This design comes from an exercise in tuning for small area, a short achievable clock period and few clock cycles on the open sky130 flow, not from production work.
RTL that was checked went through simulation tests only; none was proved equivalent to the original.

## the baseline
==> flow/design.v (excerpt) <==
module conv_layer_top (
  input  wire                                 clk,
  input  wire                                 reset,
  input  wire                                 ld_req,
  input  wire [4-1:0]              ld_addr,
  input  wire [4*16-1:0]  ld_data,
  input  wire                                 start_req,
  input  wire [4-1:0]              rd_addr,
  output logic                                ld_ack,
  output logic                                start_ack,
  output logic [4*16-1:0] rd_data
);
Size in the first run: roughly 8300 cells after synthesis, roughly 3000 flip-flops, roughly 130000 sq um of cells after synthesis.
clock: 11.0 ns
lec_check: 0
abc_clock_period_in_ps: 4000
cap_margin: 20
core_margin: 2
core_utilization: 40
place_density: 0.6
setup_slack_margin: 5
slew_margin: 20
standard.sh (not shown) runs the stock make flow with config.mk's settings and CLKGATE_MAP_FILE= SYNTH_SCRIPT=/design/flow/synth_recipe.tcl, a recipe that flattens the netlist after the stock synthesis.
==> flow/flow/run.sh <==
#!/bin/bash
# Standard layout flow, logged.
set -o pipefail
bash standard.sh > standard.log 2>&1
[inputs] the candidate vs the baseline
==> flow/flow/run.sh <==
#!/bin/bash
set -euo pipefail
MARGIN=7
sed -e "s/ SETUP_SLACK_MARGIN=[0-9.]*//" -e "s/ \"\${@:-finish}\"/ SETUP_SLACK_MARGIN=${MARGIN} \"\${@:-finish}\"/" standard.sh > standard_margin.sh
grep -q "SETUP_SLACK_MARGIN=${MARGIN}" standard_margin.sh
bash standard_margin.sh > standard.log 2>&1
Results
Compared to the baseline, the router laid down more metal wire for the candidate. For the baseline, the critical path launch point was u_seq.state[1], unlike the candidate, where it was u_map.u_lo[0]. Changes observed in the candidate relative to the baseline: stage delay of the slowest cell on the critical path went down 0.44 ns; maximum fanout along the worst path -42; detailed router's first-iteration violation count picked up an extra 200; maximum frequency picked up an extra about 32%. Number of clock-tree buffers in the layout (higher): the baseline. Met3 layer usage reported by global route: the baseline and the candidate compared, higher one is the baseline. The baseline has a lower overall track demand over capacity in global routing than the candidate. The baseline vs the candidate, path type of the worst setup path: flop to flop vs flop to primary output. The baseline ended up with u_mac.c0_q[66] as its capturing instance or port of the critical path; the candidate ended up with rd_data[9]. Comparing the baseline and the candidate, the lower global-route met2 utilization was measured on the baseline.
No functional check of the RTL was part of any run of this note.

Setup of raven:
Another version of the RTL of conv_layer_top (not shown whole).
For scale: ~140 I/O pins, ~120,000 um2 of cells after synthesis.
export LEC_CHECK = 0
export ABC_CLOCK_PERIOD_IN_PS = 4000
export CAP_MARGIN = 20
export CORE_MARGIN = 2
export CORE_UTILIZATION = 40
export CTS_BUF_LIST = sky130_fd_sc_hd__clkbuf_8 sky130_fd_sc_hd__clkbuf_16
export CTS_CLUSTER_DIAMETER = 60
export CTS_CLUSTER_SIZE = 20
export PLACE_DENSITY = 0.6
export SETUP_SLACK_MARGIN = 5
export SLEW_MARGIN = 20
create_clock -name core_clock -period 11.0 [get_ports {clk}]
==> flow/flow/run.sh <==
#!/bin/bash
set -euo pipefail
MARGIN=7
sed -e "s/ SETUP_SLACK_MARGIN=[0-9.]*//" -e "s/ \"\${@:-finish}\"/ SETUP_SLACK_MARGIN=${MARGIN} \"\${@:-finish}\"/" standard.sh > standard_margin.sh
grep -q "SETUP_SLACK_MARGIN=${MARGIN}" standard_margin.sh
bash standard_margin.sh > standard.log 2>&1
raven finished every stage and its layout cleared the timing, DRC and antenna checks.
Testbench counts of raven, summed over its fixed seeds: cycles 3,264.
The inputs of pepper differ from those of raven as listed below.
Settings: ABC_AREA newly set to 1.
Notes after the runs:
Delta (pepper minus raven): clock skew -0.027 ns, data-path buffer share of cell area in the final layout ~0 delta, cell count after placement +2,922.
Edits applied to the flow inputs when going from pepper to violet:
Settings: PLACE_DENSITY: 0.6 -> 0.72; ABC_AREA: 1 -> unset; CORE_UTILIZATION: 40 -> 60.
==> flow/flow/run.sh <==
#!/bin/bash
set -euo pipefail
MARGIN=7
export BUFFER_PORTS_ARGS="-buffer_cell sky130_fd_sc_hd__buf_4"
sed -e "s/ SETUP_SLACK_MARGIN=[0-9.]*//" -e "s/ \"\${@:-finish}\"/ SETUP_SLACK_MARGIN=${MARGIN} \"\${@:-finish}\"/" standard.sh > standard_margin.sh
grep -q "SETUP_SLACK_MARGIN=${MARGIN}" standard_margin.sh
bash standard_margin.sh > standard.log 2>&1
violet: all stages complete, timing, DRC and antenna checks passed
met2 track utilization from global routing ends up higher on violet.
Wire length per cell after detailed routing (higher): violet
adder cells as the largest family of logic cells by synthesized area was reported by violet, and simple AND/OR/NAND/NOR gates by pepper.
violet vs pepper, critical path's slowest cell: sky130_fd_sc_hd__nor4_2 vs sky130_fd_sc_hd__fa_1
Relative to pepper, the number of instances resized during post-cts repair measured on violet has decreased by more than half.
Note that the cell count recorded for violet amounts to 0.72 times the value seen in pepper.
Compared violet vs pepper, and fraction of the cycle the final worst path needs is up in violet.
Clock-buffer cell count ends up higher on pepper.
violet vs. pepper: sequential share of layout area went up by 3.4 points.
violet vs pepper: highest net fanout along the worst path up
The following lists how onyx was set up differently from violet:
Settings: changing PLACE_DENSITY from 0.72 to 0.6; removing CTS_CLUSTER_DIAMETER (formerly 60); changing CORE_UTILIZATION from 60 to 40; changing CTS_BUF_LIST from sky130_fd_sc_hd__clkbuf_8 sky130_fd_sc_hd__clkbuf_16 to sky130_fd_sc_hd__clkbuf_4 sky130_fd_sc_hd__clkbuf_8; removing CTS_CLUSTER_SIZE (formerly 20).
==> flow/flow/run.sh <==
#!/bin/bash
set -euo pipefail
MARGIN=7
sed -e "s/ SETUP_SLACK_MARGIN=[0-9.]*//" -e "s/ \"\${@:-finish}\"/ SETUP_SLACK_MARGIN=${MARGIN} \"\${@:-finish}\"/" standard.sh > standard_margin.sh
grep -q "SETUP_SLACK_MARGIN=${MARGIN}" standard_margin.sh
bash standard_margin.sh > standard.log 2>&1
### Flow results
onyx vs. violet: fraction of area in multi-input gates dropped 1.2 points; via total after detailed routing climbed 1.3%. onyx ends up with lower utilization after layout than violet does. onyx reports its launching element of the worst setup path as ld_data[9] while violet reports rd_addr[1]. Clock period minus worst slack in onyx is 0.059 ns below violet. Compared with violet, onyx shows final setup slack of the worst path higher by 0.059 ns. Summary: with violet as the reference, wire length reported by the detailed router in onyx moved up by a little under 10%. Critical path depth, violet and onyx, lower one = onyx. Compared with violet, onyx ends up with a larger final cell area. violet fits on a die that is smaller than the die of onyx.
The inputs of yarrow differ from those of onyx as listed below.
Settings: an added CTS_CLUSTER_DIAMETER of 60; a change of CTS_BUF_LIST from sky130_fd_sc_hd__clkbuf_4 sky130_fd_sc_hd__clkbuf_8 to sky130_fd_sc_hd__clkbuf_8 sky130_fd_sc_hd__clkbuf_16; an added CTS_CLUSTER_SIZE of 20.
==> flow/flow/run.sh <==
#!/bin/bash
set -euo pipefail
MARGIN=7
export BUFFER_PORTS_ARGS="-buffer_cell sky130_fd_sc_hd__buf_4"
sed -e "s/ SETUP_SLACK_MARGIN=[0-9.]*//" -e "s/ \"\${@:-finish}\"/ SETUP_SLACK_MARGIN=${MARGIN} \"\${@:-finish}\"/" standard.sh > standard_margin.sh
grep -q "SETUP_SLACK_MARGIN=${MARGIN}" standard_margin.sh
bash standard_margin.sh > standard.log 2>&1
Results
- First-pass GRT wire length ended up 12,000 um lower on yarrow than on onyx.
- On routed length on met1, yarrow tracks onyx almost exactly.
- End point of the critical path: u_map.u_rdata[67] -> yarrow, u_mac.c0_q[71] -> onyx
- Starting density of the core: onyx vs yarrow identical
Input changes introduced in amber (baseline for comparison: yarrow):
Settings: a change of CORE_UTILIZATION from 40 to 60; a change of PLACE_DENSITY from 0.6 to 0.72.
==> flow/flow/run.sh <==
#!/bin/bash
set -euo pipefail
MARGIN=7
sed -e "s/ SETUP_SLACK_MARGIN=[0-9.]*//" -e "s/ \"\${@:-finish}\"/ SETUP_SLACK_MARGIN=${MARGIN} \"\${@:-finish}\"/" standard.sh > standard_margin.sh
grep -q "SETUP_SLACK_MARGIN=${MARGIN}" standard_margin.sh
bash standard_margin.sh > standard.log 2>&1
Results
On amber: final instance area is about 0.46% lower than what yarrow gave. On met1 demand-to-capacity share in global routing, the lower figure sits with yarrow, not amber. Diff amber..yarrow | number of H-tree branching levels | unchanged. Between amber and yarrow, the difference in register area is negligible. On hold slack, amber and yarrow are basically level. The global-route wire length before repair of amber is lower than that of yarrow. Lower met1 layer wirelength in the final routing goes to amber over yarrow. When amber is measured against yarrow, its area overhead of the layout relative to synthesis turns out 0.52 points lower.

==> static timing again, ports no longer ideal <==
The results above use ideal ports. As a check the final layouts listed here were re-extracted and re-timed, cells and wires unchanged.
Step 1 sets driving cells, clkbuf_16 on the clock port and buf_2 on the other inputs (assumed; they add their load-dependent delay and slew).
Step 2, shift: input delay + t, output delay - t, t = (earliest + latest rising clock arrival at the registers) / 2. This alone moves slack from input paths to output paths.
a / b / c = no drivers / after step 1 / after step 2; a / b = the first two.
| run | shift t [ns] | slack for setup (ns) | worst hold slack (ns) | slew at the worst register clock pin (ns) |
|---|---|---|---|---|
| the baseline | 0.983 | 5.450 / 5.450 / 4.788 | 0.301 / 0.301 / 0.301 | 0.07 / 0.07 |
| the candidate | 0.985 | 6.810 / 6.705 / 6.068 | 0.317 / 0.317 / 0.317 | 0.07 / 0.07 |
| raven | 1.007 | 6.985 / 6.936 / 5.929 | 0.328 / 0.328 / 0.328 | 0.09 / 0.09 |
| pepper | 1.026 | 6.968 / 6.926 / 6.001 | 0.327 / 0.327 / 0.327 | 0.09 / 0.09 |
| violet | 0.964 | 6.935 / 6.945 / 6.009 | 0.331 / 0.331 / 0.331 | 0.09 / 0.09 |
| onyx | 1.137 | 6.994 / 6.938 / 5.851 | 0.318 / 0.318 / 0.318 | 0.07 / 0.07 |
| yarrow | 1.010 | 7.030 / 6.930 / 5.968 | 0.328 / 0.328 / 0.328 | 0.09 / 0.09 |
| amber | 0.954 | 6.947 / 7.000 / 6.047 | 0.330 / 0.330 / 0.330 | 0.09 / 0.09 |
After both steps setup and hold are still met in every run listed. For onyx, which loses most, drivers alone change the setup slack by -0.056 ns; drivers and shift together by -1.143 ns.
